This design comes from an exercise in tuning for small area, a short achievable clock period and few clock cycles per item on the open sky130 flow, not from production work.
Function was checked by simulation only, so behaviour that the tests miss may differ from the original.
Power and IR drop assume default switching activity.

===== flow/config.mk =====
export PLATFORM = sky130hd
export DESIGN_NAME = exec_stage
export DESIGN_NICKNAME = exec_stage
export VERILOG_FILES = /design/flow/design.v
export SDC_FILE = /design/flow/constraint.sdc
export NUM_CORES = 4
export LEC_CHECK = 0
export CAP_MARGIN = 20
export CORE_MARGIN = 2
export CORE_UTILIZATION = 55
export PLACE_DENSITY = 0.65
export SETUP_SLACK_MARGIN = 4.8
export SLEW_MARGIN = 20

===== flow/constraint.sdc =====
create_clock -name core_clock -period 8.0 [get_ports {clock}]
set_input_delay 1.6000 -clock core_clock [delete_from_list [all_inputs] [get_ports {clock}]]
set_output_delay 1.6000 -clock core_clock [all_outputs]
set_load 0.01 [all_outputs]

===== flow/design.v =====
`default_nettype none
module exec_prefix_add #(
    parameter int N = 32
) (
    input  logic [N-1:0] a,
    input  logic [N-1:0] b,
    input  logic         cin,
    output logic [N-1:0] sum,
    output logic         cout
);
    logic [N-1:0] g0, p0, g, p;
    assign p0 = a ^ b;
    always_comb begin
        g0    = a & b;
        g0[0] = (a[0] & b[0]) | (p0[0] & cin);
    end
    always_comb begin
        g = g0;
        p = p0;
        for (int step = 1; step < N; step = step * 2) begin
            for (int i = 0; i < N; i++) begin
                if ((i / step) % 2 == 1) begin
                    g[i] = g[i] | (p[i] & g[(i / step) * step - 1]);
                    p[i] = p[i] & p[(i / step) * step - 1];
                end
            end
        end
    end
    assign sum  = p0 ^ {g[N-2:0], cin};
    assign cout = g[N-1];
endmodule
module exec_prefix_pg #(
    parameter int N = 32
) (
    input  logic [N-1:0] g0,
    input  logic [N-1:0] p0,
    input  logic         cin,
    output logic [N-1:0] sum,
    output logic         cout
);
    logic [N-1:0] g, p;
    always_comb begin
        g    = g0;
        p    = p0;
        g[0] = g0[0] | (p0[0] & cin);
        for (int step = 1; step < N; step = step * 2) begin
            for (int i = 0; i < N; i++) begin
                if ((i / step) % 2 == 1) begin
                    g[i] = g[i] | (p[i] & g[(i / step) * step - 1]);
                    p[i] = p[i] & p[(i / step) * step - 1];
                end
            end
        end
    end
    assign sum  = p0 ^ {g[N-2:0], cin};
    assign cout = g[N-1];
endmodule
module exec_less_than #(
    parameter int N = 32
) (
    input  logic [N-1:0] a,
    input  logic [N-1:0] b,
    output logic         lt
);
    logic [N-1:0] g, p;
    always_comb begin
        g = a & ~b;
        p = a ^ ~b;
        g[0] = g[0] | p[0];    
        for (int step = 1; step < N; step = step * 2) begin
            for (int i = 2 * step - 1; i < N; i = i + 2 * step) begin
                g[i] = g[i] | (p[i] & g[i - step]);
                p[i] = p[i] & p[i - step];
            end
        end
    end
    assign lt = ~g[N-1];
endmodule
`default_nettype wire
`default_nettype none
module exec_mul_csa (
    input  logic [33:0] s_in,
    input  logic [33:0] c_in,
    input  logic [31:0] a,
    input  logic [3:0]  one,
    input  logic [3:0]  two,
    input  logic [3:0]  neg,
    input  logic [7:0]  corr_a,
    input  logic [7:0]  corr_b,
    input  logic        klast,
    output logic [41:0] sum_out,
    output logic [41:0] carry_out
);
    logic [3:0]  nneg;
    logic [32:0] row0, row1, row2, row3;
    logic [33:0] a2;
    assign a2 = {1'b0, a, 1'b0};
    always_comb begin
        nneg = ~neg;
        for (int k = 0; k < 33; k++) begin
            row0[k] = ((one[0] & a2[k+1]) | (two[0] & a2[k])) ^ neg[0];
            row1[k] = ((one[1] & a2[k+1]) | (two[1] & a2[k])) ^ neg[1];
            row2[k] = ((one[2] & a2[k+1]) | (two[2] & a2[k])) ^ neg[2];
            row3[k] = ((one[3] & a2[k+1]) | (two[3] & a2[k])) ^ neg[3];
        end
    end
    logic fs0, fc0, fs1, fc1, fs2, fc2, fs3, fc3, fs4, fc4, fs5, fc5, fs6, fc6, fs7, fc7, fs8, fc8, fs9, fc9, fs10, fc10, fs11, fc11, fs12, fc12, fs13, fc13, fs14, fc14, fs15, fc15, fs16, fc16, fs17, fc17, fs18, fc18, fs19, fc19, fs20, fc20, fs21, fc21, fs22, fc22, fs23, fc23, fs24, fc24, fs25, fc25, fs26, fc26, fs27, fc27, fs28, fc28, fs29, fc29, fs30, fc30, fs31, fc31, fs32, fc32, fs33, fc33, fs34, fc34, fs35, fc35, fs36, fc36, fs37, fc37, fs38, fc38, fs39, fc39, fs40, fc40, fs41, fc41, fs42, fc42, fs43, fc43, fs44, fc44, fs45, fc45, fs46, fc46, fs47, fc47, fs48, fc48, fs49, fc49, fs50, fc50, fs51, fc51, fs52, fc52, fs53, fc53, fs54, fc54, fs55, fc55, fs56, fc56, fs57, fc57, fs58, fc58, fs59, fc59, fs60, fc60, fs61, fc61, fs62, fc62, fs63, fc63, fs64, fc64, fs65, fc65, fs66, fc66, fs67, fc67, fs68, fc68, fs69, fc69, fs70, fc70, fs71, fc71, fs72, fc72, fs73, fc73, fs74, fc74, fs75, fc75, fs76, fc76, fs77, fc77, fs78, fc78, fs79, fc79, fs80, fc80, fs81, fc81, fs82, fc82, fs83, fc83, fs84, fc84, fs85, fc85, fs86, fc86, fs87, fc87, fs88, fc88, fs89, fc89, fs90, fc90, fs91, fc91, fs92, fc92, fs93, fc93, fs94, fc94, fs95, fc95, fs96, fc96, fs97, fc97, fs98, fc98, fs99, fc99, fs100, fc100, fs101, fc101, fs102, fc102, fs103, fc103, fs104, fc104, fs105, fc105, fs106, fc106, fs107, fc107, fs108, fc108, fs109, fc109, fs110, fc110, fs111, fc111, fs112, fc112, fs113, fc113, fs114, fc114, fs115, fc115, fs116, fc116, fs117, fc117, fs118, fc118, fs119, fc119, fs120, fc120, fs121, fc121, fs122, fc122, fs123, fc123, fs124, fc124, fs125, fc125, fs126, fc126, fs127, fc127, fs128, fc128, fs129, fc129, fs130, fc130, fs131, fc131, fs132, fc132, fs133, fc133, fs134, fc134, fs135, fc135, fs136, fc136, fs137, fc137, fs138, fc138, fs139, fc139, fs140, fc140, fs141, fc141, fs142, fc142, fs143, fc143, fs144, fc144, fs145, fc145, fs146, fc146, fs147, fc147, fs148, fc148, fs149, fc149, fs150, fc150, fs151, fc151, fs152, fc152, fs153, fc153, fs154, fc154, fs155, fc155, fs156, fc156, fs157, fc157, fs158, fc158, fs159, fc159, fs160, fc160, fs161, fc161;
    logic hs0, hc0, hs1, hc1, hs2, hc2, hs3, hc3, hs4, hc4, hs5, hc5, hs6, hc6, hs7, hc7, hs8, hc8, hs9, hc9, hs10, hc10, hs11, hc11, hs12, hc12, hs13, hc13, hs14, hc14, hs15, hc15, hs16, hc16, hs17, hc17;
    exec_fa u_fa0 (.a(s_in[0]), .b(c_in[0]), .c(nneg[0]), .s(fs0), .co(fc0));
    exec_fa u_fa1 (.a(s_in[1]), .b(c_in[1]), .c(neg[0]), .s(fs1), .co(fc1));
    exec_ha u_ha0 (.a(row0[1]), .b(fc0), .s(hs0), .c(hc0));
    exec_fa u_fa2 (.a(s_in[2]), .b(c_in[2]), .c(nneg[1]), .s(fs2), .co(fc2));
    exec_fa u_fa3 (.a(row0[2]), .b(row1[0]), .c(fc1), .s(fs3), .co(fc3));
    exec_ha u_ha1 (.a(fs2), .b(hc0), .s(hs1), .c(hc1));
    exec_fa u_fa4 (.a(s_in[3]), .b(c_in[3]), .c(neg[1]), .s(fs4), .co(fc4));
    exec_fa u_fa5 (.a(row0[3]), .b(row1[1]), .c(fc2), .s(fs5), .co(fc5));
    exec_fa u_fa6 (.a(fs4), .b(fc3), .c(fs5), .s(fs6), .co(fc6));
    exec_fa u_fa7 (.a(s_in[4]), .b(c_in[4]), .c(nneg[2]), .s(fs7), .co(fc7));
    exec_fa u_fa8 (.a(row0[4]), .b(row1[2]), .c(row2[0]), .s(fs8), .co(fc8));
    exec_fa u_fa9 (.a(fc4), .b(fs7), .c(fc5), .s(fs9), .co(fc9));
    exec_ha u_ha2 (.a(fs8), .b(fc6), .s(hs2), .c(hc2));
    exec_fa u_fa10 (.a(s_in[5]), .b(c_in[5]), .c(neg[2]), .s(fs10), .co(fc10));
    exec_fa u_fa11 (.a(row0[5]), .b(row1[3]), .c(row2[1]), .s(fs11), .co(fc11));
    exec_fa u_fa12 (.a(fc7), .b(fs10), .c(fc8), .s(fs12), .co(fc12));
    exec_fa u_fa13 (.a(fs11), .b(fc9), .c(fs12), .s(fs13), .co(fc13));
    exec_fa u_fa14 (.a(s_in[6]), .b(c_in[6]), .c(nneg[3]), .s(fs14), .co(fc14));
    exec_fa u_fa15 (.a(row0[6]), .b(row1[4]), .c(row2[2]), .s(fs15), .co(fc15));
    exec_fa u_fa16 (.a(row3[0]), .b(fc10), .c(fs14), .s(fs16), .co(fc16));
    exec_fa u_fa17 (.a(fc11), .b(fs15), .c(fs16), .s(fs17), .co(fc17));
    exec_ha u_ha3 (.a(fc12), .b(fs17), .s(hs3), .c(hc3));
    exec_fa u_fa18 (.a(s_in[7]), .b(c_in[7]), .c(neg[3]), .s(fs18), .co(fc18));
    exec_fa u_fa19 (.a(row0[7]), .b(row1[5]), .c(row2[3]), .s(fs19), .co(fc19));
    exec_fa u_fa20 (.a(row3[1]), .b(fc14), .c(fs18), .s(fs20), .co(fc20));
    exec_fa u_fa21 (.a(fc15), .b(fs19), .c(fc16), .s(fs21), .co(fc21));
    exec_fa u_fa22 (.a(fs20), .b(fs21), .c(fc17), .s(fs22), .co(fc22));
    exec_fa u_fa23 (.a(s_in[8]), .b(c_in[8]), .c(klast), .s(fs23), .co(fc23));
    exec_fa u_fa24 (.a(row0[8]), .b(row1[6]), .c(row2[4]), .s(fs24), .co(fc24));
    exec_fa u_fa25 (.a(row3[2]), .b(fc18), .c(fs23), .s(fs25), .co(fc25));
    exec_fa u_fa26 (.a(fc19), .b(fs24), .c(fc20), .s(fs26), .co(fc26));
    exec_fa u_fa27 (.a(fs25), .b(fc21), .c(fs26), .s(fs27), .co(fc27));
    exec_fa u_fa28 (.a(s_in[9]), .b(c_in[9]), .c(row0[9]), .s(fs28), .co(fc28));
    exec_fa u_fa29 (.a(row1[7]), .b(row2[5]), .c(row3[3]), .s(fs29), .co(fc29));
    exec_fa u_fa30 (.a(fc23), .b(fc24), .c(fs28), .s(fs30), .co(fc30));
    exec_fa u_fa31 (.a(fs29), .b(fc25), .c(fc26), .s(fs31), .co(fc31));
    exec_ha u_ha4 (.a(fs30), .b(fc27), .s(hs4), .c(hc4));
    exec_fa u_fa32 (.a(s_in[10]), .b(c_in[10]), .c(klast), .s(fs32), .co(fc32));
    exec_fa u_fa33 (.a(row0[10]), .b(row1[8]), .c(row2[6]), .s(fs33), .co(fc33));
    exec_fa u_fa34 (.a(row3[4]), .b(fs32), .c(fc28), .s(fs34), .co(fc34));
    exec_fa u_fa35 (.a(fc29), .b(fs33), .c(fc30), .s(fs35), .co(fc35));
    exec_fa u_fa36 (.a(fs34), .b(fc31), .c(fs35), .s(fs36), .co(fc36));
    exec_fa u_fa37 (.a(s_in[11]), .b(c_in[11]), .c(row0[11]), .s(fs37), .co(fc37));
    exec_fa u_fa38 (.a(row1[9]), .b(row2[7]), .c(row3[5]), .s(fs38), .co(fc38));
    exec_fa u_fa39 (.a(fc32), .b(fc33), .c(fs37), .s(fs39), .co(fc39));
    exec_fa u_fa40 (.a(fs38), .b(fc34), .c(fs39), .s(fs40), .co(fc40));
    exec_ha u_ha5 (.a(fc35), .b(fs40), .s(hs5), .c(hc5));
    exec_fa u_fa41 (.a(s_in[12]), .b(c_in[12]), .c(klast), .s(fs41), .co(fc41));
    exec_fa u_fa42 (.a(row0[12]), .b(row1[10]), .c(row2[8]), .s(fs42), .co(fc42));
    exec_fa u_fa43 (.a(row3[6]), .b(fs41), .c(fc37), .s(fs43), .co(fc43));
    exec_fa u_fa44 (.a(fc38), .b(fs42), .c(fc39), .s(fs44), .co(fc44));
    exec_fa u_fa45 (.a(fs43), .b(fc40), .c(fs44), .s(fs45), .co(fc45));
    exec_fa u_fa46 (.a(s_in[13]), .b(c_in[13]), .c(row0[13]), .s(fs46), .co(fc46));
    exec_fa u_fa47 (.a(row1[11]), .b(row2[9]), .c(row3[7]), .s(fs47), .co(fc47));
    exec_fa u_fa48 (.a(fc41), .b(fc42), .c(fs46), .s(fs48), .co(fc48));
    exec_fa u_fa49 (.a(fs47), .b(fc43), .c(fs48), .s(fs49), .co(fc49));
    exec_ha u_ha6 (.a(fc44), .b(fs49), .s(hs6), .c(hc6));
    exec_fa u_fa50 (.a(s_in[14]), .b(c_in[14]), .c(klast), .s(fs50), .co(fc50));
    exec_fa u_fa51 (.a(row0[14]), .b(row1[12]), .c(row2[10]), .s(fs51), .co(fc51));
    exec_fa u_fa52 (.a(row3[8]), .b(fs50), .c(fc46), .s(fs52), .co(fc52));
    exec_fa u_fa53 (.a(fc47), .b(fs51), .c(fc48), .s(fs53), .co(fc53));
    exec_fa u_fa54 (.a(fs52), .b(fc49), .c(fs53), .s(fs54), .co(fc54));
    exec_fa u_fa55 (.a(s_in[15]), .b(c_in[15]), .c(row0[15]), .s(fs55), .co(fc55));
    exec_fa u_fa56 (.a(row1[13]), .b(row2[11]), .c(row3[9]), .s(fs56), .co(fc56));
    exec_fa u_fa57 (.a(fc50), .b(fc51), .c(fs55), .s(fs57), .co(fc57));
    exec_fa u_fa58 (.a(fs56), .b(fc52), .c(fs57), .s(fs58), .co(fc58));
    exec_ha u_ha7 (.a(fc53), .b(fs58), .s(hs7), .c(hc7));
    exec_fa u_fa59 (.a(s_in[16]), .b(c_in[16]), .c(klast), .s(fs59), .co(fc59));
    exec_fa u_fa60 (.a(row0[16]), .b(row1[14]), .c(row2[12]), .s(fs60), .co(fc60));
    exec_fa u_fa61 (.a(row3[10]), .b(fs59), .c(fc55), .s(fs61), .co(fc61));
    exec_fa u_fa62 (.a(fc56), .b(fs60), .c(fc57), .s(fs62), .co(fc62));
    exec_fa u_fa63 (.a(fs61), .b(fc58), .c(fs62), .s(fs63), .co(fc63));
    exec_fa u_fa64 (.a(s_in[17]), .b(c_in[17]), .c(row0[17]), .s(fs64), .co(fc64));
    exec_fa u_fa65 (.a(row1[15]), .b(row2[13]), .c(row3[11]), .s(fs65), .co(fc65));
    exec_fa u_fa66 (.a(fc59), .b(fc60), .c(fs64), .s(fs66), .co(fc66));
    exec_fa u_fa67 (.a(fs65), .b(fc61), .c(fs66), .s(fs67), .co(fc67));
    exec_ha u_ha8 (.a(fc62), .b(fs67), .s(hs8), .c(hc8));
    exec_fa u_fa68 (.a(s_in[18]), .b(c_in[18]), .c(klast), .s(fs68), .co(fc68));
    exec_fa u_fa69 (.a(row0[18]), .b(row1[16]), .c(row2[14]), .s(fs69), .co(fc69));
    exec_fa u_fa70 (.a(row3[12]), .b(fs68), .c(fc64), .s(fs70), .co(fc70));
    exec_fa u_fa71 (.a(fc65), .b(fs69), .c(fc66), .s(fs71), .co(fc71));
    exec_fa u_fa72 (.a(fs70), .b(fc67), .c(fs71), .s(fs72), .co(fc72));
    exec_fa u_fa73 (.a(s_in[19]), .b(c_in[19]), .c(row0[19]), .s(fs73), .co(fc73));
    exec_fa u_fa74 (.a(row1[17]), .b(row2[15]), .c(row3[13]), .s(fs74), .co(fc74));
    exec_fa u_fa75 (.a(fc68), .b(fc69), .c(fs73), .s(fs75), .co(fc75));
    exec_fa u_fa76 (.a(fs74), .b(fc70), .c(fs75), .s(fs76), .co(fc76));
    exec_ha u_ha9 (.a(fc71), .b(fs76), .s(hs9), .c(hc9));
    exec_fa u_fa77 (.a(s_in[20]), .b(c_in[20]), .c(klast), .s(fs77), .co(fc77));
    exec_fa u_fa78 (.a(row0[20]), .b(row1[18]), .c(row2[16]), .s(fs78), .co(fc78));
    exec_fa u_fa79 (.a(row3[14]), .b(fs77), .c(fc73), .s(fs79), .co(fc79));
    exec_fa u_fa80 (.a(fc74), .b(fs78), .c(fc75), .s(fs80), .co(fc80));
    exec_fa u_fa81 (.a(fs79), .b(fc76), .c(fs80), .s(fs81), .co(fc81));
    exec_fa u_fa82 (.a(s_in[21]), .b(c_in[21]), .c(row0[21]), .s(fs82), .co(fc82));
    exec_fa u_fa83 (.a(row1[19]), .b(row2[17]), .c(row3[15]), .s(fs83), .co(fc83));
    exec_fa u_fa84 (.a(fc77), .b(fc78), .c(fs82), .s(fs84), .co(fc84));
    exec_fa u_fa85 (.a(fs83), .b(fc79), .c(fs84), .s(fs85), .co(fc85));
    exec_ha u_ha10 (.a(fc80), .b(fs85), .s(hs10), .c(hc10));
    exec_fa u_fa86 (.a(s_in[22]), .b(c_in[22]), .c(klast), .s(fs86), .co(fc86));
    exec_fa u_fa87 (.a(row0[22]), .b(row1[20]), .c(row2[18]), .s(fs87), .co(fc87));
    exec_fa u_fa88 (.a(row3[16]), .b(fs86), .c(fc82), .s(fs88), .co(fc88));
    exec_fa u_fa89 (.a(fc83), .b(fs87), .c(fc84), .s(fs89), .co(fc89));
    exec_fa u_fa90 (.a(fs88), .b(fc85), .c(fs89), .s(fs90), .co(fc90));
    exec_fa u_fa91 (.a(s_in[23]), .b(c_in[23]), .c(row0[23]), .s(fs91), .co(fc91));
    exec_fa u_fa92 (.a(row1[21]), .b(row2[19]), .c(row3[17]), .s(fs92), .co(fc92));
    exec_fa u_fa93 (.a(fc86), .b(fc87), .c(fs91), .s(fs93), .co(fc93));
    exec_fa u_fa94 (.a(fs92), .b(fc88), .c(fs93), .s(fs94), .co(fc94));
    exec_ha u_ha11 (.a(fc89), .b(fs94), .s(hs11), .c(hc11));
    exec_fa u_fa95 (.a(s_in[24]), .b(c_in[24]), .c(klast), .s(fs95), .co(fc95));
    exec_fa u_fa96 (.a(row0[24]), .b(row1[22]), .c(row2[20]), .s(fs96), .co(fc96));
    exec_fa u_fa97 (.a(row3[18]), .b(fs95), .c(fc91), .s(fs97), .co(fc97));
    exec_fa u_fa98 (.a(fc92), .b(fs96), .c(fc93), .s(fs98), .co(fc98));
    exec_fa u_fa99 (.a(fs97), .b(fc94), .c(fs98), .s(fs99), .co(fc99));
    exec_fa u_fa100 (.a(s_in[25]), .b(c_in[25]), .c(row0[25]), .s(fs100), .co(fc100));
    exec_fa u_fa101 (.a(row1[23]), .b(row2[21]), .c(row3[19]), .s(fs101), .co(fc101));
    exec_fa u_fa102 (.a(fc95), .b(fc96), .c(fs100), .s(fs102), .co(fc102));
    exec_fa u_fa103 (.a(fs101), .b(fc97), .c(fs102), .s(fs103), .co(fc103));
    exec_ha u_ha12 (.a(fc98), .b(fs103), .s(hs12), .c(hc12));
    exec_fa u_fa104 (.a(s_in[26]), .b(c_in[26]), .c(klast), .s(fs104), .co(fc104));
    exec_fa u_fa105 (.a(row0[26]), .b(row1[24]), .c(row2[22]), .s(fs105), .co(fc105));
    exec_fa u_fa106 (.a(row3[20]), .b(fs104), .c(fc100), .s(fs106), .co(fc106));
    exec_fa u_fa107 (.a(fc101), .b(fs105), .c(fc102), .s(fs107), .co(fc107));
    exec_fa u_fa108 (.a(fs106), .b(fc103), .c(fs107), .s(fs108), .co(fc108));
    exec_fa u_fa109 (.a(s_in[27]), .b(c_in[27]), .c(row0[27]), .s(fs109), .co(fc109));
    exec_fa u_fa110 (.a(row1[25]), .b(row2[23]), .c(row3[21]), .s(fs110), .co(fc110));
    exec_fa u_fa111 (.a(fc104), .b(fc105), .c(fs109), .s(fs111), .co(fc111));
    exec_fa u_fa112 (.a(fs110), .b(fc106), .c(fs111), .s(fs112), .co(fc112));
    exec_ha u_ha13 (.a(fc107), .b(fs112), .s(hs13), .c(hc13));
    exec_fa u_fa113 (.a(s_in[28]), .b(c_in[28]), .c(klast), .s(fs113), .co(fc113));
    exec_fa u_fa114 (.a(row0[28]), .b(row1[26]), .c(row2[24]), .s(fs114), .co(fc114));
    exec_fa u_fa115 (.a(row3[22]), .b(fs113), .c(fc109), .s(fs115), .co(fc115));
    exec_fa u_fa116 (.a(fc110), .b(fs114), .c(fc111), .s(fs116), .co(fc116));
    exec_fa u_fa117 (.a(fs115), .b(fc112), .c(fs116), .s(fs117), .co(fc117));
    exec_fa u_fa118 (.a(s_in[29]), .b(c_in[29]), .c(row0[29]), .s(fs118), .co(fc118));
    exec_fa u_fa119 (.a(row1[27]), .b(row2[25]), .c(row3[23]), .s(fs119), .co(fc119));
    exec_fa u_fa120 (.a(fc113), .b(fc114), .c(fs118), .s(fs120), .co(fc120));
    exec_fa u_fa121 (.a(fs119), .b(fc115), .c(fs120), .s(fs121), .co(fc121));
    exec_ha u_ha14 (.a(fc116), .b(fs121), .s(hs14), .c(hc14));
    exec_fa u_fa122 (.a(s_in[30]), .b(c_in[30]), .c(klast), .s(fs122), .co(fc122));
    exec_fa u_fa123 (.a(row0[30]), .b(row1[28]), .c(row2[26]), .s(fs123), .co(fc123));
    exec_fa u_fa124 (.a(row3[24]), .b(fs122), .c(fc118), .s(fs124), .co(fc124));
    exec_fa u_fa125 (.a(fc119), .b(fs123), .c(fc120), .s(fs125), .co(fc125));
    exec_fa u_fa126 (.a(fs124), .b(fc121), .c(fs125), .s(fs126), .co(fc126));
    exec_fa u_fa127 (.a(s_in[31]), .b(c_in[31]), .c(row0[31]), .s(fs127), .co(fc127));
    exec_fa u_fa128 (.a(row1[29]), .b(row2[27]), .c(row3[25]), .s(fs128), .co(fc128));
    exec_fa u_fa129 (.a(fc122), .b(fc123), .c(fs127), .s(fs129), .co(fc129));
    exec_fa u_fa130 (.a(fs128), .b(fc124), .c(fs129), .s(fs130), .co(fc130));
    exec_ha u_ha15 (.a(fc125), .b(fs130), .s(hs15), .c(hc15));
    exec_fa u_fa131 (.a(s_in[32]), .b(c_in[32]), .c(corr_a[0]), .s(fs131), .co(fc131));
    exec_fa u_fa132 (.a(corr_b[0]), .b(klast), .c(row0[32]), .s(fs132), .co(fc132));
    exec_fa u_fa133 (.a(row1[30]), .b(row2[28]), .c(row3[26]), .s(fs133), .co(fc133));
    exec_fa u_fa134 (.a(fs131), .b(fc127), .c(fc128), .s(fs134), .co(fc134));
    exec_fa u_fa135 (.a(fs132), .b(fs133), .c(fc129), .s(fs135), .co(fc135));
    exec_fa u_fa136 (.a(fs134), .b(fc130), .c(fs135), .s(fs136), .co(fc136));
    exec_fa u_fa137 (.a(s_in[33]), .b(c_in[33]), .c(nneg[0]), .s(fs137), .co(fc137));
    exec_fa u_fa138 (.a(corr_a[1]), .b(corr_b[1]), .c(row1[31]), .s(fs138), .co(fc138));
    exec_fa u_fa139 (.a(row2[29]), .b(row3[27]), .c(fs137), .s(fs139), .co(fc139));
    exec_fa u_fa140 (.a(fc131), .b(fc132), .c(fc133), .s(fs140), .co(fc140));
    exec_fa u_fa141 (.a(fs138), .b(fs139), .c(fc134), .s(fs141), .co(fc141));
    exec_fa u_fa142 (.a(fs140), .b(fc135), .c(fs141), .s(fs142), .co(fc142));
    exec_fa u_fa143 (.a(corr_a[2]), .b(corr_b[2]), .c(klast), .s(fs143), .co(fc143));
    exec_fa u_fa144 (.a(row1[32]), .b(row2[30]), .c(row3[28]), .s(fs144), .co(fc144));
    exec_fa u_fa145 (.a(fc137), .b(fs143), .c(fc138), .s(fs145), .co(fc145));
    exec_fa u_fa146 (.a(fs144), .b(fc139), .c(fc140), .s(fs146), .co(fc146));
    exec_fa u_fa147 (.a(fs145), .b(fc141), .c(fs146), .s(fs147), .co(fc147));
    exec_fa u_fa148 (.a(nneg[1]), .b(corr_a[3]), .c(corr_b[3]), .s(fs148), .co(fc148));
    exec_fa u_fa149 (.a(row2[31]), .b(row3[29]), .c(fc143), .s(fs149), .co(fc149));
    exec_fa u_fa150 (.a(fs148), .b(fc144), .c(fs149), .s(fs150), .co(fc150));
    exec_fa u_fa151 (.a(fc145), .b(fc146), .c(fs150), .s(fs151), .co(fc151));
    exec_fa u_fa152 (.a(corr_a[4]), .b(corr_b[4]), .c(klast), .s(fs152), .co(fc152));
    exec_fa u_fa153 (.a(row2[32]), .b(row3[30]), .c(fc148), .s(fs153), .co(fc153));
    exec_fa u_fa154 (.a(fs152), .b(fc149), .c(fs153), .s(fs154), .co(fc154));
    exec_ha u_ha16 (.a(fc150), .b(fs154), .s(hs16), .c(hc16));
    exec_fa u_fa155 (.a(nneg[2]), .b(corr_a[5]), .c(corr_b[5]), .s(fs155), .co(fc155));
    exec_fa u_fa156 (.a(row3[31]), .b(fc152), .c(fs155), .s(fs156), .co(fc156));
    exec_fa u_fa157 (.a(fc153), .b(fs156), .c(fc154), .s(fs157), .co(fc157));
    exec_fa u_fa158 (.a(corr_a[6]), .b(corr_b[6]), .c(klast), .s(fs158), .co(fc158));
    exec_fa u_fa159 (.a(row3[32]), .b(fc155), .c(fs158), .s(fs159), .co(fc159));
    exec_ha u_ha17 (.a(fc156), .b(fs159), .s(hs17), .c(hc17));
    exec_fa u_fa160 (.a(nneg[3]), .b(corr_a[7]), .c(corr_b[7]), .s(fs160), .co(fc160));
    exec_fa u_fa161 (.a(fc158), .b(fs160), .c(fc159), .s(fs161), .co(fc161));
    assign sum_out[0] = row0[0];
    assign carry_out[0] = fs0;
    assign sum_out[1] = fs1;
    assign carry_out[1] = hs0;
    assign sum_out[2] = fs3;
    assign carry_out[2] = hs1;
    assign sum_out[3] = hc1;
    assign carry_out[3] = fs6;
    assign sum_out[4] = fs9;
    assign carry_out[4] = hs2;
    assign sum_out[5] = hc2;
    assign carry_out[5] = fs13;
    assign sum_out[6] = fc13;
    assign carry_out[6] = hs3;
    assign sum_out[7] = hc3;
    assign carry_out[7] = fs22;
    assign sum_out[8] = fc22;
    assign carry_out[8] = fs27;
    assign sum_out[9] = fs31;
    assign carry_out[9] = hs4;
    assign sum_out[10] = hc4;
    assign carry_out[10] = fs36;
    assign sum_out[11] = hs5;
    assign carry_out[11] = fc36;
    assign sum_out[12] = hc5;
    assign carry_out[12] = fs45;
    assign sum_out[13] = hs6;
    assign carry_out[13] = fc45;
    assign sum_out[14] = hc6;
    assign carry_out[14] = fs54;
    assign sum_out[15] = hs7;
    assign carry_out[15] = fc54;
    assign sum_out[16] = hc7;
    assign carry_out[16] = fs63;
    assign sum_out[17] = hs8;
    assign carry_out[17] = fc63;
    assign sum_out[18] = hc8;
    assign carry_out[18] = fs72;
    assign sum_out[19] = hs9;
    assign carry_out[19] = fc72;
    assign sum_out[20] = hc9;
    assign carry_out[20] = fs81;
    assign sum_out[21] = hs10;
    assign carry_out[21] = fc81;
    assign sum_out[22] = hc10;
    assign carry_out[22] = fs90;
    assign sum_out[23] = hs11;
    assign carry_out[23] = fc90;
    assign sum_out[24] = hc11;
    assign carry_out[24] = fs99;
    assign sum_out[25] = hs12;
    assign carry_out[25] = fc99;
    assign sum_out[26] = hc12;
    assign carry_out[26] = fs108;
    assign sum_out[27] = hs13;
    assign carry_out[27] = fc108;
    assign sum_out[28] = hc13;
    assign carry_out[28] = fs117;
    assign sum_out[29] = hs14;
    assign carry_out[29] = fc117;
    assign sum_out[30] = hc14;
    assign carry_out[30] = fs126;
    assign sum_out[31] = hs15;
    assign carry_out[31] = fc126;
    assign sum_out[32] = hc15;
    assign carry_out[32] = fs136;
    assign sum_out[33] = fs142;
    assign carry_out[33] = fc136;
    assign sum_out[34] = fc142;
    assign carry_out[34] = fs147;
    assign sum_out[35] = fc147;
    assign carry_out[35] = fs151;
    assign sum_out[36] = hs16;
    assign carry_out[36] = fc151;
    assign sum_out[37] = hc16;
    assign carry_out[37] = fs157;
    assign sum_out[38] = hs17;
    assign carry_out[38] = fc157;
    assign sum_out[39] = hc17;
    assign carry_out[39] = fs161;
    assign sum_out[40] = fc160;
    assign carry_out[40] = fc161;
    assign sum_out[41] = 1'b0;
    assign carry_out[41] = 1'b0;
endmodule
module exec_fa (input logic a, input logic b, input logic c, output logic s, output logic co);
    assign s  = a ^ b ^ c;
    assign co = (a & b) | (a & c) | (b & c);
endmodule
module exec_ha (input logic a, input logic b, output logic s, output logic c);
    assign s = a ^ b;
    assign c = a & b;
endmodule
`default_nettype wire
`default_nettype none
module exec_stage (
    input  logic        clock,
    input  logic        reset,
    input  logic        issue_valid,
    input  logic [1:0]  issue_fu,
    input  logic [3:0]  issue_func,
    input  logic [1:0]  opa_select,
    input  logic [2:0]  opb_select,
    input  logic [31:0] inst,
    input  logic [31:0] pc,
    input  logic [31:0] rs1_value,
    input  logic [31:0] rs2_value,
    input  logic [4:0]  issue_tag,
    input  logic        complete_credit,
    output logic [2:0]  fu_free,
    output logic        complete_valid,
    output logic [1:0]  complete_fu,
    output logic [4:0]  complete_tag,
    output logic [31:0] complete_result,
    output logic        complete_take
);
    localparam logic [3:0] ALU_ADD = 4'd0, ALU_SUB = 4'd1, ALU_AND = 4'd2, ALU_OR = 4'd3,
                           ALU_XOR = 4'd4, ALU_SLT = 4'd5, ALU_SLTU = 4'd6, ALU_SLL = 4'd7,
                           ALU_SRL = 4'd8, ALU_SRA = 4'd9;
    localparam logic [3:0] MUL = 4'd10, MULH = 4'd11, MULHSU = 4'd12;
    localparam logic [6:0] OPCODE_JAL  = 7'b1101111;
    localparam logic [6:0] OPCODE_JALR = 7'b1100111;
    logic [31:0] opa, opb;
    logic [29:0] pc_inc;
    always_comb begin
        logic [29:0] c;
        c = pc[31:2];
        for (int step = 1; step < 30; step = step * 2) begin
            for (int i = 0; i < 30; i++) begin
                if ((i / step) % 2 == 1) c[i] = c[i] & c[(i / step) * step - 1];
            end
        end
        pc_inc = pc[31:2] ^ {c[28:0], 1'b1};
    end
    always_comb begin
        case (opa_select)
            2'd0:    opa = rs1_value;
            2'd1:    opa = {pc_inc, pc[1:0]};
            2'd2:    opa = pc;
            default: opa = '0;
        endcase
    end
    always_comb begin
        case (opb_select)
            3'd0:    opb = rs2_value;
            3'd1:    opb = {{20{inst[31]}}, inst[31:20]};
            3'd2:    opb = {{20{inst[31]}}, inst[31:25], inst[11:7]};
            3'd3:    opb = {{19{inst[31]}}, inst[31], inst[7], inst[30:25], inst[11:8], 1'b0};
            3'd4:    opb = {inst[31:12], 12'b0};
            3'd5:    opb = {{11{inst[31]}}, inst[31], inst[19:12], inst[20], inst[30:21], 1'b0};
            default: opb = '0;
        endcase
    end
    logic in_eq_lo, in_eq_hi, in_lt_lo, in_lt_hi, in_jal, in_jalr;
    exec_less_than #(.N(16)) u_lt_lo (.a(rs1_value[15:0]), .b(rs2_value[15:0]), .lt(in_lt_lo));
    exec_less_than #(.N(16)) u_lt_hi (.a(rs1_value[31:16]), .b(rs2_value[31:16]), .lt(in_lt_hi));
    assign in_eq_lo = (rs1_value[15:0] == rs2_value[15:0]);
    assign in_eq_hi = (rs1_value[31:16] == rs2_value[31:16]);
    assign in_jal   = (inst[6:0] == OPCODE_JAL);
    assign in_jalr  = (inst[6:0] == OPCODE_JALR);
    localparam int S_SUM = 0, S_AND = 1, S_OR = 2, S_XOR = 3, S_SLT = 4, S_SLTU = 5,
                   S_SL = 6, S_SR = 7;
    logic        in_sub;
    logic [7:0]  in_sel;
    assign in_sub = !issue_fu[1] &&
                    (issue_func == ALU_SUB || issue_func == ALU_SLT || issue_func == ALU_SLTU);
    always_comb begin
        in_sel = '0;
        if (issue_fu[1]) begin
            in_sel[S_SUM] = 1'b1;
        end else begin
            case (issue_func)
                ALU_ADD, ALU_SUB: in_sel[S_SUM]  = 1'b1;
                ALU_AND:          in_sel[S_AND]  = 1'b1;
                ALU_OR:           in_sel[S_OR]   = 1'b1;
                ALU_XOR:          in_sel[S_XOR]  = 1'b1;
                ALU_SLT:          in_sel[S_SLT]  = 1'b1;
                ALU_SLTU:         in_sel[S_SLTU] = 1'b1;
                ALU_SLL:          in_sel[S_SL]   = 1'b1;
                default:          in_sel[S_SR]   = 1'b1;
            endcase
        end
    end
    logic        x_v, x_br, x_jump, x_clr0, x_sub, x_shl, x_sra;
    logic        x_eq_lo, x_eq_hi, x_lt_lo, x_lt_hi, x_s1, x_s2;
    logic [2:0]  x_f3;
    logic [4:0]  x_rot;
    logic [7:0]  x_sel;
    logic [4:0]  x_tag;
    logic        x_a31;
    logic [31:0] x_p, x_g;
    logic [4:0]  x_sh;
    logic [31:0] in_bx;
    assign in_bx = (in_sel[S_SL] || in_sel[S_SR]) ? 32'b0 : opb ^ {32{in_sub}};
    always_ff @(posedge clock) begin
        if (reset) x_v <= 1'b0;
        else       x_v <= issue_valid && (issue_fu != 2'd1);
    end
    always_ff @(posedge clock) begin
        x_br   <= issue_fu[1];
        x_sel  <= in_sel;
        x_sub  <= in_sub;
        x_shl  <= (issue_func == ALU_SLL);
        x_rot  <= (issue_func == ALU_SLL) ? 5'd0 - opb[4:0] : opb[4:0];
        x_sra  <= (issue_func == ALU_SRA);
        x_tag  <= issue_tag;
        x_a31  <= opa[31];
        x_p    <= opa ^ in_bx;
        x_g    <= opa & in_bx;
        x_sh   <= opb[4:0];
        x_jump  <= in_jal | in_jalr;
        x_f3    <= inst[14:12];
        x_eq_lo <= in_eq_lo;
        x_eq_hi <= in_eq_hi;
        x_lt_lo <= in_lt_lo;
        x_lt_hi <= in_lt_hi;
        x_s1    <= rs1_value[31];
        x_s2    <= rs2_value[31];
        x_clr0 <= issue_fu[1] & in_jalr;
    end
    logic x_beq, x_bltu, x_blt, x_cond, x_take;
    assign x_beq  = x_eq_hi & x_eq_lo;
    assign x_bltu = x_lt_hi | (x_eq_hi & x_lt_lo);
    assign x_blt  = (x_s1 ^ x_s2) ? x_s1 : x_bltu;
    always_comb begin
        case (x_f3)
            3'b000:  x_cond = x_beq;
            3'b001:  x_cond = ~x_beq;
            3'b100:  x_cond = x_blt;
            3'b101:  x_cond = ~x_blt;
            3'b110:  x_cond = x_bltu;
            3'b111:  x_cond = ~x_bltu;
            default: x_cond = 1'b0;
        endcase
    end
    assign x_take = x_jump | x_cond;
    logic [31:0] x_sum;
    logic        x_cout, x_ltu, x_lt;
    logic [31:0] sh_rot, sh_mask, sh_mask_l, sh_out;
    logic [31:0] x_res;
    exec_prefix_pg #(.N(32)) u_add (
        .g0(x_g), .p0(x_p), .cin(x_sub), .sum(x_sum), .cout(x_cout)
    );
    assign x_ltu = ~x_cout;
    assign x_lt  = ~x_p[31] ? x_a31 : x_ltu;
    always_comb begin
        sh_rot = x_p;
        for (int k = 0; k < 5; k++) begin
            if (x_rot[k]) sh_rot = 32'({sh_rot, sh_rot} >> (1 << k));
        end
    end
    always_comb begin
        for (int i = 0; i < 32; i++) sh_mask_l[i] = ({27'b0, x_sh} <= i);
        for (int i = 0; i < 32; i++) sh_mask[i] = x_shl ? sh_mask_l[i] : sh_mask_l[31-i];
    end
    assign sh_out = (sh_rot & sh_mask) | ({32{x_sra & x_a31}} & ~sh_mask);
    assign x_res = ({32{x_sel[S_SUM]}} & {x_sum[31:1], x_sum[0] & ~x_clr0})
                 | ({32{x_sel[S_AND]}} & x_g)
                 | ({32{x_sel[S_OR]}}  & (x_g | x_p))
                 | ({32{x_sel[S_XOR]}} & x_p)
                 | {31'b0, (x_sel[S_SLT] & x_lt) | (x_sel[S_SLTU] & x_ltu)}
                 | ({32{x_sel[S_SL] | x_sel[S_SR]}} & sh_out);
    logic        pa_v, pb_v, r_v;
    logic        m_busy;
    logic [1:0]  m_cnt;
    logic [1:0]  credits;
    logic        has_credit;
    logic        m_last, m_first;
    logic        grant_x, grant_pa, grant_pb, grant_mul, granted;
    function automatic logic [3:0] arbitrate(input logic credit, input logic mul_first,
                                             input logic pa, input logic pb, input logic x,
                                             input logic mul);
        arbitrate = 4'b0000;
        if (credit) begin
            if (mul_first)  arbitrate = 4'b0001;    
            else if (pa)    arbitrate = 4'b0100;
            else if (pb)    arbitrate = 4'b0010;
            else if (x)     arbitrate = 4'b1000;
            else if (mul)   arbitrate = 4'b0001;
        end
    endfunction
    logic x_v_n, pa_v_n, pb_v_n, r_v_n, m_busy_n, m_first_n, has_credit_n;
    logic m_free, m_step;
    logic park_a, park_b;
    logic [1:0] credits_next;
    assign x_v_n        = issue_valid && (issue_fu != 2'd1);
    assign pa_v_n       = park_a || (pa_v && !grant_pa);
    assign pb_v_n       = park_b || (pb_v && !grant_pb);
    assign r_v_n        = m_last || (r_v && !grant_mul);
    assign m_busy_n     = m_free ? (issue_valid && (issue_fu == 2'd1)) : m_busy;
    assign m_first_n    = m_free || (m_first && !m_step);
    assign has_credit_n = (credits_next != 2'd0);
    always_ff @(posedge clock) begin
        if (reset) begin
            {grant_x, grant_pa, grant_pb, grant_mul} <= 4'b0000;
        end else begin
            {grant_x, grant_pa, grant_pb, grant_mul} <=
                arbitrate(has_credit_n, r_v_n && m_busy_n && m_first_n, pa_v_n, pb_v_n, x_v_n,
                          r_v_n);
        end
    end
    assign granted = grant_x | grant_pa | grant_pb | grant_mul;
    assign fu_free = {(grant_x & x_br) | grant_pb, m_last, (grant_x & ~x_br) | grant_pa};
    logic [31:0] pa_res, pb_res;
    logic [4:0]  pa_tag, pb_tag;
    logic        pb_take;
    assign park_a = x_v && !x_br && !grant_x;
    assign park_b = x_v &&  x_br && !grant_x;
    always_ff @(posedge clock) begin
        if (reset) begin
            pa_v <= 1'b0;
            pb_v <= 1'b0;
        end else begin
            if (park_a)        pa_v <= 1'b1;
            else if (grant_pa) pa_v <= 1'b0;
            if (park_b)        pb_v <= 1'b1;
            else if (grant_pb) pb_v <= 1'b0;
        end
    end
    always_ff @(posedge clock) begin
        if (park_a) begin
            pa_res <= x_res;
            pa_tag <= x_tag;
        end
        if (park_b) begin
            pb_res  <= x_res;
            pb_tag  <= x_tag;
            pb_take <= x_take;
        end
    end
    logic [31:0] m_a, m_b;
    logic        m_a32, m_uext;
    logic [3:0]  m_one, m_two, m_neg;
    logic [33:0] m_s, m_c;
    logic        m_ci;
    logic [7:0]  m_ls, m_lc;
    logic        m_hi;
    logic [4:0]  m_tag;
    logic        r_hi;
    logic [4:0]  r_tag;
    logic [31:0] mh_res;
    logic        in_asgn, in_bsgn, in_a32, in_uext;
    assign in_asgn = (issue_func == MUL) || (issue_func == MULH) || (issue_func == MULHSU);
    assign in_bsgn = (issue_func == MUL) || (issue_func == MULH);
    assign in_a32  = in_asgn & opa[31];
    assign in_uext = ~in_bsgn & opb[31];
    assign m_free = !m_busy || m_last;
    assign m_step = m_busy && (!m_first || !r_v || grant_mul);
    logic [7:0]  m_abyte_next, m_corr_a, m_corr_b;
    logic [33:0] m_s_in, m_c_in;
    logic [41:0] m_sum, m_carry;
    logic [7:0]  m_low;
    logic        m_cout;
    always_comb begin
        case (m_cnt)
            2'd0:    m_abyte_next = m_a[15:8];
            2'd1:    m_abyte_next = m_a[23:16];
            default: m_abyte_next = m_a[31:24];
        endcase
    end
    assign m_s_in   = m_first ? 34'h0AAAAAAAB : m_s;
    assign m_c_in   = m_first ? {1'b0, m_a32, 32'b0} : m_c;
    exec_mul_csa u_csa (
        .s_in(m_s_in), .c_in(m_c_in), .a(m_a), .one(m_one), .two(m_two), .neg(m_neg),
        .corr_a(m_corr_a), .corr_b(m_corr_b), .klast(m_last),
        .sum_out(m_sum), .carry_out(m_carry)
    );
    assign {m_cout, m_low} = {1'b0, m_ls} + {1'b0, m_lc} + {8'b0, m_ci};
    function automatic logic [11:0] booth(input logic [8:0] b9);
        logic [3:0] one, two, neg;
        for (int i = 0; i < 4; i++) begin
            one[i] = b9[2*i+1] ^ b9[2*i];
            two[i] = (b9[2*i+2] & ~b9[2*i+1] & ~b9[2*i]) | (~b9[2*i+2] & b9[2*i+1] & b9[2*i]);
            neg[i] = b9[2*i+2];
        end
        booth = {one, two, neg};
    endfunction
    logic [11:0] in_booth, m_next_booth;
    assign in_booth     = booth({opb[7:0], 1'b0});
    assign m_next_booth = booth(m_b[15:7]);
    always_ff @(posedge clock) begin
        if (reset) begin
            m_busy <= 1'b0;
            m_last <= 1'b0;
            r_v    <= 1'b0;
        end else begin
            if (m_free) begin
                m_busy <= issue_valid && (issue_fu == 2'd1);
                m_last <= 1'b0;
            end else if (m_step) begin
                m_last <= (m_cnt == 2'd2);
            end
            if (m_last)         r_v <= 1'b1;
            else if (grant_mul) r_v <= 1'b0;
        end
    end
    always_ff @(posedge clock) begin
        if (m_free) begin
            m_cnt   <= 2'd0;
            m_first <= 1'b1;
            m_a     <= opa;
            m_b     <= opb;
            m_a32   <= in_a32;
            m_uext  <= in_uext;
            {m_one, m_two, m_neg} <= in_booth;
            m_corr_a <= {8{in_uext}} & opa[7:0];
            m_corr_b <= {8{in_a32}} & ~opb[7:0];
            m_hi    <= (issue_func != MUL);
            m_tag   <= issue_tag;
        end else if (m_step) begin
            m_cnt   <= m_cnt + 2'd1;
            m_first <= 1'b0;
            m_b     <= {m_low, m_b[31:8]};
            {m_one, m_two, m_neg} <= m_next_booth;
            m_corr_a <= {8{m_uext}} & m_abyte_next;
            m_corr_b <= {8{m_a32}} & ~m_b[15:8];
        end
    end
    always_ff @(posedge clock) begin
        if (m_step) begin
            m_ls <= m_sum[7:0];
            m_lc <= m_carry[7:0];
            m_ci <= !m_first && m_cout;
            m_c  <= m_carry[41:8];
            if (m_last && !m_hi) m_s <= {10'b0, m_low, m_b[31:16]};
            else                 m_s <= m_sum[41:8];
        end
        if (m_last) begin
            r_hi  <= m_hi;
            r_tag <= m_tag;
        end
    end
    logic [39:0] mh_sum;
    exec_prefix_add #(.N(40)) u_mh_add (
        .a({m_s[31:0], m_ls}), .b({m_c[31:0], m_lc}), .cin(m_ci), .sum(mh_sum), .cout()
    );
    assign mh_res = r_hi ? mh_sum[39:8] : {mh_sum[7:0], m_s[23:0]};
    assign credits_next = credits + {1'b0, complete_credit} - {1'b0, granted};
    always_ff @(posedge clock) begin
        if (reset) begin
            credits        <= 2'd2;
            has_credit     <= 1'b1;
            complete_valid <= 1'b0;
        end else begin
            credits        <= credits_next;
            has_credit     <= (credits_next != 2'd0);
            complete_valid <= granted;
        end
    end
    always_ff @(posedge clock) begin
        complete_fu     <= grant_x ? {x_br, 1'b0} : grant_pa ? 2'd0 : grant_pb ? 2'd2 : 2'd1;
        complete_tag    <= grant_x ? x_tag : grant_pa ? pa_tag : grant_pb ? pb_tag : r_tag;
        complete_take   <= grant_x ? (x_br & x_take) : grant_pb & pb_take;
        complete_result <= ({32{grant_x}}   & x_res)
                         | ({32{grant_pa}}  & pa_res)
                         | ({32{grant_pb}}  & pb_res)
                         | ({32{grant_mul}} & mh_res);
    end
endmodule
`default_nettype wire

===== flow/flow/run.sh =====
#!/bin/bash
# The standard layout, with the port buffers made of buf_2 cells instead of the cell
# buffer_ports picks by default. Synthesis, floorplan, power grid and the rest are the
# standard flow's. make's full output goes to standard.log in this folder; ORFS writes
# each step's log under orfs/logs/.
set -euo pipefail
bash standard.sh "BUFFER_PORTS_ARGS=-buffer_cell sky130_fd_sc_hd__buf_2" finish > standard.log 2>&1

===== flow/standard.sh =====
#!/bin/bash
# synth_recipe.tcl (not shown) runs the flow's synth.tcl, then flattens the netlist and writes it again
# the make line also repeats each setting of config.mk as NAME=value (left out here)
make -C /OpenROAD-flow-scripts/flow DESIGN_CONFIG=/design/flow/config.mk WORK_HOME=/design/flow/orfs CLKGATE_MAP_FILE= SYNTH_SCRIPT=/design/flow/synth_recipe.tcl "${@:-finish}"

==> summary.md, run 1 <==
| Metric | Value |
|---|---|
| Total negative setup slack | `0 ns` |
| Area growth, synth to finish | `17.08%` |
| Cell depth of the worst flop-to-flop path | `10` |
| Startpoint-to-endpoint class of the critical path | `in2reg` |
| Switching power share of the total | `0.4038` |
| Required arrival time at the worst endpoint | `8.48 ns` |
| TritonRoute pass-1 iters | `11` |
| Data arrival at the endpoint of the critical path | `3.89 ns` |
| Clock power share | `0.205` |
| FFs w/ async S/R, synth | `0` |
| Area contributors post-synth | `sky130_fd_sc_hd__edfxtp_1 25%, sky130_fd_sc_hd__fa_1 11%, sky130_fd_sc_hd__dfxtp_1 10%` |
| Crit-path cells | `buf_8 > ha_4 > and3_4 > nand4_1 > buf_4 > buf_4 > inv_1 > ha_1 > mux2i_1 > o21ai_0 > ha_1` |
| Hold-critical path depth | `0` |
| Post-route fraction of the period consumed by the critical path | `0.4257` |
| DR vias/cell | `6.555` |
| Final Hold Violating Endpoints | `0` |
| Number of buffers added by the clock tree synthesis step | `45` |
| Largest net degree at the start of global routing | `93` |
| Number of buffers added on ports | `191` |
| Number of global-route vias before repair | `24.35k` |
| Highest achievable clock rate | `293.6 MHz` |
| Max capacitance violation total | `0` |
| Placed Cells incl. Taps | `3,705` |
| Aggregate routed wire length | `111,100 um` |
| Worst setup slack after layout | `4.594 ns` |
| Avg Cell Area, Syn | `10.09 um^2` |
| Period minus WS final | `3.406 ns` |
| Total power density per cell area | `288.5 mW/mm^2` |
| Worst-margin pin slew | `1.315 ns` |
| Buffer levels on the longest clock path | `3` |
| Max Transition Viols Final | `0` |
| Int Pwr | `6.097 mW` |
| Worst setup skew after layout | `0.02577 ns` |
| Biggest area consumer among synthesized cells | `sky130_fd_sc_hd__edfxtp_1` |
| Worst-path cell with the longest stage delay | `sky130_fd_sc_hd__o21ai_0` |
| Number of design-rule violations left by the first detailed-router iteration | `3,601` |
| # DRC | `0` |
| Yosys warnings | `5` |
| TritonCTS clock tree | `yes` |
| Distinct cells, synth | `78` |
| Ys flop type | `sky130_fd_sc_hd__edfxtp_1` |
| I/O pins | `192` |
| Antenna diodes | `0` |
| Setup repair after global routing missed its margin | `yes` |
| Aggregate global-route resource usage | `0.3781` |
| DR WL/cell | `28.36 um` |
| Slew margin rel. | `0.1140` |
| CP Max Fanout | `3` |
| Count of hold-fix buffers inserted at cts | `0` |
| Die width | `238.6 um` |
| Net count after synthesis | `3,455` |
| Part of the total power dissipated in sequential elements | `0.313` |
| Fin cells | `3,917` |
| Net load switching power | `4.129 mW` |
| Path category of the worst min-delay check | `reg2reg` |
| Outcome | `complete, no violations` |
| Total half-perimeter wirelength after legalization and detailed placement | `80,530 um` |
| CP Capture Type | `register` |
| Flop and latch count out of synthesis | `414` |
| Std-Cell Rows | `85` |
| Residual antenna-violating net count after detailed routing | `0` |
| Launching element type of the critical path | `input port` |
| Number of sinks driven by the clock tree | `414` |
| Top-area cell type share of the netlist area | `0.2539` |
| Number of enable flip-flop cells after synthesis | `256` |
| Leakage dissipation | `14.54 nW` |
| Clock transition at path regs | `0.06 ns` |
| Proportion of layout cells with a drive suffix above 1 | `0.2350` |
| Maximum resistive drop on vdd | `0.1893 mV` |
| Final weighted congestion of routability-driven global placement | `0.9675` |
| Die Footprint | `0.05694 mm^2` |
| Initial standard-cell utilization of the core | `0.5593` |
| Nets | `3,639` |
| Share of synthesized area occupied by flip-flops and latches | `0.3584` |
| CTS HTree Levels | `2` |
| Critical path's largest stage delay | `0.78 ns` |
| Total via count after detailed routing | `25.68k` |
| Synthesized netlist cell count | `3,000` |
| CTS Root Cell | `sky130_fd_sc_hd__clkbuf_16` |
| Std-Cell Core Area | `0.05413 mm^2` |
| Grt total ovfl | `0` |
| Final setup viols | `0` |
| Latest clock arrival within the worst-skew pair | `0.61 ns` |
| Die Y-Extent | `238.6 um` |
| Final core occ | `0.6548` |
| Proportion of power drawn by combinational gates | `0.482` |
| Global-route wire length before repair | `157,300 um` |
| Worst-case setup slack after placement | `3.411 ns` |
| Antenna violations before repair | `5` |
| Area of the mapped netlist | `0.03028 mm^2` |
per-stage QoR:
step	hold WS [ns]	power, mW	instance area [um^2]
after global placement	0.4024	7.436	31690
after floorplan	0.4003	5.981	30510
after global routing	0.4342	10.73	35450
final	0.4250	10.23	35450
after CTS	0.4216	9.863	34300
after detailed placement	0.4057	7.565	31690
worst max-delay path: cells and delay by family:
| kind | cells | cell delay [ns] |
|---|---|---|
| AND/OR/NAND/NOR | 2 | 0.28 |
| adder cells (fa/ha/maj) | 3 | 0.78 |
| multiplexers | 1 | 0.06 |
| AO/OA/AOI/OAI | 1 | 0.78 |
| buffers and inverters | 4 | 0.38 |
repair_timing:
item / CTS / global route
endpoints found under the setup margin: 176 / 142
buffers inserted: 77 / 39
gates cloned: 2 / 9
pin swaps: 38 / 82
gates resized for setup: 133 / 155
sequential cells by signal, summed over array words and instances (netlist names), 8 cells and up:
signal           cells
complete_result     32
m_a                 32
m_b                 28
m_c                 33
m_corr_a             8
m_corr_b             8
m_lc                 8
m_ls                 8
m_s                 33
pa_res              32
pb_res              32
x_g                 32
x_p                 32
x_sel                8
power groups by stage:
stage / clock (mW) / combinational, mW / sequential [mW]
after detailed placement: 0 / 4.31 / 3.26
after floorplan: 0 / 3.00 / 2.98
after CTS: 2.11 / 4.58 / 3.17
after global routing: 2.18 / 5.34 / 3.20
final: 2.10 / 4.93 / 3.20
after global placement: 0 / 4.18 / 3.25
Yosys cell counts (6+ instances only):
master and n:
sky130_fd_sc_hd__edfxtp_1 256, sky130_fd_sc_hd__inv_1 244, sky130_fd_sc_hd__xnor2_1 220, sky130_fd_sc_hd__nand2_1 218, sky130_fd_sc_hd__nor2_1 172, sky130_fd_sc_hd__fa_1 167, sky130_fd_sc_hd__a22oi_1 166, sky130_fd_sc_hd__a21oi_1 158
sky130_fd_sc_hd__dfxtp_1 158, sky130_fd_sc_hd__clkbuf_1 152, sky130_fd_sc_hd__o21ai_0 149, sky130_fd_sc_hd__ha_1 140, sky130_fd_sc_hd__mux2i_1 82, sky130_fd_sc_hd__mux2_2 50, sky130_fd_sc_hd__nor2b_1 48, sky130_fd_sc_hd__a222oi_1 47
sky130_fd_sc_hd__buf_1 45, sky130_fd_sc_hd__mux4_2 44, sky130_fd_sc_hd__nand2b_1 44, sky130_fd_sc_hd__nand3_1 40, sky130_fd_sc_hd__o21ai_1 34, sky130_fd_sc_hd__xor2_1 29, sky130_fd_sc_hd__or2_2 25, sky130_fd_sc_hd__a21o_1 24
sky130_fd_sc_hd__and2_1 20, sky130_fd_sc_hd__buf_2 20, sky130_fd_sc_hd__nand4_1 19, sky130_fd_sc_hd__o211ai_1 18, sky130_fd_sc_hd__o21a_1 15, sky130_fd_sc_hd__a31oi_1 14, sky130_fd_sc_hd__nor3_1 14, sky130_fd_sc_hd__a31o_2 12
sky130_fd_sc_hd__a221o_1 10, sky130_fd_sc_hd__a22o_1 10, sky130_fd_sc_hd__o21bai_1 10, sky130_fd_sc_hd__o22ai_1 9, sky130_fd_sc_hd__o31ai_1 9, sky130_fd_sc_hd__a211oi_1 8, sky130_fd_sc_hd__and3_1 7, sky130_fd_sc_hd__or3_1 7
sky130_fd_sc_hd__nor4_1 6
worst paths after layout:
check / from / to / slack, ns
max: pc[3] / x_p[10] / 4.59
min: m_tag[4] / r_tag[4] / 0.43
max reg2reg: m_two[0] / m_s[7] / 4.61
min reg2reg: m_tag[4] / r_tag[4] / 0.43
metal layers:
metal  share of wire  vias to the layer above  routed length (um)  GRT usage
met5         0.00046                        -                  51          0
met4           0.052                        8                5766     0.1670
met3            0.12                      325               13740    0.09850
met2            0.45                     1766               49910     0.5824
met1            0.37                    12550               41620     0.5042
li1                -                    11020                   -          -
kinds of logic (layout without fill, tap and decap cells):
family	count (synthesis)	count (layout)	share of synthesized area
AO/OA/AOI/OAI	736	736	0.1616
AND/OR/NAND/NOR	642	642	0.09972
buffers and inverters	474	695	0.06083
flip-flops	414	414	0.3584
adder cells (fa/ha/maj)	307	307	0.1683
XOR/XNOR	249	249	0.07203
multiplexers	178	178	0.07918
layout make-up:
| type | instances | area (um^2) |
|---|---|---|
| clock buffer | 63 | 1297 |
| clock inverter | 21 | 191.4 |
| fill | 4320 | 18690 |
| inverter | 248 | 968.4 |
| multi-input combinational | 2112 | 18500 |
| sequential | 414 | 10880 |
| tap | 696 | 870.8 |
| timing repair buffer | 363 | 2735 |
cell usage in the layout, fill, tap and decap left out, types with 12 or more instances in the layout:
master,instances
sky130_fd_sc_hd__edfxtp_1,256
sky130_fd_sc_hd__inv_1,232
sky130_fd_sc_hd__nand2_1,216
sky130_fd_sc_hd__xnor2_1,205
sky130_fd_sc_hd__buf_2,187
sky130_fd_sc_hd__nor2_1,165
sky130_fd_sc_hd__a21oi_1,147
sky130_fd_sc_hd__dfxtp_1,146
sky130_fd_sc_hd__fa_1,145
sky130_fd_sc_hd__a22oi_1,134
sky130_fd_sc_hd__ha_1,123
sky130_fd_sc_hd__buf_4,123
sky130_fd_sc_hd__o21ai_0,112
sky130_fd_sc_hd__mux2i_1,79
sky130_fd_sc_hd__clkbuf_16,57
sky130_fd_sc_hd__o21ai_1,55
sky130_fd_sc_hd__a222oi_1,47
sky130_fd_sc_hd__nor2b_1,45
sky130_fd_sc_hd__mux2_2,45
sky130_fd_sc_hd__mux4_2,44
sky130_fd_sc_hd__nand2b_1,39
sky130_fd_sc_hd__nand3_1,38
sky130_fd_sc_hd__a22oi_2,32
sky130_fd_sc_hd__xor2_1,28
sky130_fd_sc_hd__a21o_1,24
sky130_fd_sc_hd__buf_6,24
sky130_fd_sc_hd__fa_2,22
sky130_fd_sc_hd__or2_2,21
sky130_fd_sc_hd__and2_1,19
sky130_fd_sc_hd__nand4_1,19
sky130_fd_sc_hd__o211ai_1,18
sky130_fd_sc_hd__xnor2_2,15
sky130_fd_sc_hd__o21ai_2,15
sky130_fd_sc_hd__o21a_1,15
sky130_fd_sc_hd__ha_2,13
sky130_fd_sc_hd__nor3_1,12
Testbench counts, summed over its fixed seeds: cycles 39,051, items 32,000.
==> inputs of run 2 (changes only) <==
--- a/flow/config.mk
+++ b/flow/config.mk
@@ -9,5 +9,5 @@
 export CORE_MARGIN = 2
 export CORE_UTILIZATION = 55
 export PLACE_DENSITY = 0.65
-export SETUP_SLACK_MARGIN = 4.8
+export SETUP_SLACK_MARGIN = 4.5
 export SLEW_MARGIN = 20
==> summary.md, run 2 <==
| Metric | Value |
|---|---|
| Flop and latch count out of synthesis | `414` |
| Adder and majority cell fraction of the synthesized area | `0.1683` |
| I/O pins | `192` |
| Nets | `3,547` |
| Initial standard-cell utilization of the core | `0.5593` |
| Die Y-Extent | `238.6 um` |
| CP Max Fanout | `7` |
| Data arrival at the endpoint of the critical path | `3.99 ns` |
| Synthesized-area fraction occupied by ao, oa, aoi and oai cells | `0.1616` |
| Launching element type of the critical path | `input port` |
| Highest achievable clock rate | `280.1 MHz` |
| Area contributors post-synth | `sky130_fd_sc_hd__edfxtp_1 25%, sky130_fd_sc_hd__fa_1 11%, sky130_fd_sc_hd__dfxtp_1 10%` |
| Most common cell after layout, fill and taps aside | `sky130_fd_sc_hd__edfxtp_1` |
| # DRC | `0` |
| Total power density per cell area | `291.4 mW/mm^2` |
| DR vias/cell | `6.411` |
| Largest registers ranked by flip-flop count | `m_c: 33 flops, m_s: 33 flops` |
| CP Capture Type | `register` |
| Total negative setup slack | `0 ns` |
| Clock transition at path regs | `0.06 ns` |
| Die width | `238.6 um` |
| Number of sinks driven by the clock tree | `414` |
| Final weighted congestion of routability-driven global placement | `0.9888` |
| TritonCTS clock tree | `yes` |
| Count of hold-fix buffers inserted at cts | `0` |
| Max Transition Viols Final | `0` |
| Mux contribution to synthesized area | `0.07918` |
| Multi-input logic area | `0.01792 mm^2` |
| Avg Cell Area, Syn | `10.09 um^2` |
| Std-Cell Core Area | `0.05413 mm^2` |
| Placed Cells incl. Taps | `3,705` |
| Worst-path cell with the longest stage delay | `sky130_fd_sc_hd__nor4_1` |
| Distinct cells, synth | `78` |
| Number of global-route vias before repair | `23.80k` |
| Biggest area consumer among synthesized cells | `sky130_fd_sc_hd__edfxtp_1` |
| Net count after synthesis | `3,455` |
| Latest clock arrival within the worst-skew pair | `0.62 ns` |
| Aggregate global-route resource usage | `0.3718` |
| Number of buffers added on ports | `191` |
| Number of design-rule violations left by the first detailed-router iteration | `3,117` |
| DR WL/cell | `27.87 um` |
| Ys flop type | `sky130_fd_sc_hd__edfxtp_1` |
| Antenna violations before repair | `6` |
| Number of buffers added by the clock tree synthesis step | `45` |
| Total half-perimeter wirelength after legalization and detailed placement | `80,610 um` |
| Area growth, synth to finish | `11.67%` |
| Std-Cell Rows | `85` |
| Grt total ovfl | `0` |
| Final setup viols | `0` |
| Commonest cells post-synth | `256 x sky130_fd_sc_hd__edfxtp_1, 244 x sky130_fd_sc_hd__inv_1, 220 x sky130_fd_sc_hd__xnor2_1` |
| Worst-margin pin slew | `1.208 ns` |
| Maximum resistive drop on vdd | `0.1721 mV` |
| CTS HTree Levels | `2` |
| Critical path's largest stage delay | `0.70 ns` |
| Leakage dissipation | `13.85 nW` |
| Proportion of layout cells with a drive suffix above 1 | `0.1739` |
| Fin cells | `3,827` |
| Share of synthesized area occupied by flip-flops and latches | `0.3584` |
| Number of enable flip-flop cells after synthesis | `256` |
| Worst setup skew after layout | `0.04597 ns` |
| Residual antenna-violating net count after detailed routing | `0` |
| Area of the mapped netlist | `0.03028 mm^2` |
| Crit-path cells | `buf_2 > nand4_1 > nor4_1 > nand2b_4 > mux2i_4 > a211oi_4 > nand2_4 > o22ai_2` |
| Aggregate routed wire length | `106,700 um` |
| Global-route wire length before repair | `155,000 um` |
| CTS Root Cell | `sky130_fd_sc_hd__clkbuf_16` |
| Most instantiated library cell after synthesis | `sky130_fd_sc_hd__edfxtp_1` |
| Area share of xor/xnor cells in the synthesized design | `0.07203` |
| Required arrival time at the worst endpoint | `8.42 ns` |
| Final Hold Violating Endpoints | `0` |
| Post-route fraction of the period consumed by the critical path | `0.4462` |
| Die Footprint | `0.05694 mm^2` |
| Largest net degree at the start of global routing | `88` |
| Fill cell total of the finished layout | `4,480` |
| Buffer levels on the longest clock path | `3` |
| Max capacitance violation total | `0` |
| Top-area cell type share of the netlist area | `0.2539` |
| Path category of the worst min-delay check | `reg2reg` |
| Slew margin rel. | `0.1864` |
| Area of all sequential standard cells | `0.01086 mm^2` |
| Period minus WS final | `3.570 ns` |
| Startpoint-to-endpoint class of the critical path | `in2reg` |
| Setup repair after global routing missed its margin | `yes` |
| Outcome | `complete, no violations` |
| FFs w/ async S/R, synth | `0` |
| Total via count after detailed routing | `24.53k` |
| Combinational family with the most area after synthesis | `adder cells` |
| Yosys warnings | `5` |
| Synthesized netlist cell count | `3,000` |
| Commonest non-fill, non-tap cells in the layout | `256 x sky130_fd_sc_hd__edfxtp_1, 242 x sky130_fd_sc_hd__inv_1, 219 x sky130_fd_sc_hd__xnor2_1` |
| Simple-gate area share of the yosys netlist | `0.09972` |
| TritonRoute pass-1 iters | `9` |
[run 2: changes by cell type in the layout (fill, tap and decap cells not counted), sizes merged]
cell / delta
buf: -86
bufinv: +2
clkbuf: -2
clkinv: -4
clkinvlp: -5
diode: +2
inv: +3
[run 2: power breakdown]
part           leakage [nW]  internal (mW)  total [mW]  switching (mW)
clock network         0.752           1.24        2.16           0.915
registers              3.85           2.81        3.20           0.386
logic                  9.25           1.86        4.49            2.63
[run 2: critical path: cells and delay by family]
| kind | cells | cell delay [ns] |
|---|---|---|
| simple gates | 4 | 1.41 |
| mux | 1 | 0.21 |
| buf+inv | 1 | 0.14 |
| compound gates | 2 | 0.62 |
[run 2: timing repair]
| item | CTS | global route |
|---|---|---|
| setup endpoints to repair | 88 | 93 |
| buffers inserted | 7 | 27 |
| resized for setup | 23 | 81 |
| pin swaps | 5 | 31 |
[run 2: cells by family (layout without fill, tap and decap cells)]
family	after synthesis	after routing
buffers and inverters	474	603
xor gates and xnor gates	249	249
other	0	2
AOI/OAI and AO/OA	736	736
and+or+nand+nor	642	642
DFF	414	414
adders and majority gates	307	307
muxes	178	178
[run 2: metrics by stage]
stage	area [um^2]	worst slack (ns)	hold WS (ns)	power, mW	utilization
2_1_floorplan	30340	4.196	0.4003	5.964	-
3_3_place_gp	31600	3.515	0.4008	7.428	0.5838
3_5_place_dp	31600	3.387	0.4054	7.533	0.5838
4_1_cts	33250	4.505	0.4195	9.716	0.6143
5_1_grt	33800	4.371	0.4332	10.44	0.6245
6_report	33810	4.430	0.4190	9.853	0.6246
[run 2: final cells by class]
cell class	count	area share
Antenna cell	2	0.0001480
Clock buffer	67	0.03875
Clock inverter	17	0.006365
Inverter	248	0.02820
Multi-Input combinational cell	2112	0.5301
Sequential cell	414	0.3212
Tap cell	696	0.02576
Timing Repair Buffer	271	0.04944
[run 2: final timing paths]
check / from / endpoint / slack, ns / cells past startpoint
setup / recovery: pc[19] / m_corr_b[6] / 4.43 / 8
hold / removal: m_tag[2] / r_tag[2] / 0.42 / 0
setup reg to reg: m_a[17] / m_s[9] / 4.50 / 9
hold reg to reg: m_tag[2] / r_tag[2] / 0.42 / 0
[run 2: per-layer routing]
layer / part of all wire / wire (um) / up-vias / global-route usage
met5: 0.000066 / 7 / - / 0
met4: 0.051 / 5471 / 2 / 0.1640
met3: 0.11 / 11850 / 244 / 0.08834
met2: 0.45 / 48060 / 1457 / 0.5828
met1: 0.39 / 41260 / 12000 / 0.4925
li1: - / - / 10830 / -

## re-timing with driven ports
In the flow no input, the clock included, has a driving cell. The finished layouts below were timed again as built, in two steps.
Step 1: set_driving_cell puts a clkbuf_16 on clock and a buf_2 on each other input, an assumption about the parent block.
Step 2 also shifts input and output timing later by t, the mid clock arrival at the registers, as if the neighbouring blocks saw the same clock.
Slacks: ideal ports / drivers / drivers and shift; pairs: ideal ports / drivers.
run	shift t [ns]	setup slack, ns	slew at the worst register clock pin (ns)
run 1	0.657	4.594 / 4.602 / 3.945	0.07 / 0.07
run 2	0.664	4.430 / 4.455 / 3.791	0.07 / 0.07
After both steps setup and hold are still met in every run listed. The setup slack of run 1, which loses most, moves by +0.008 ns with the drivers and by -0.649 ns with both steps.
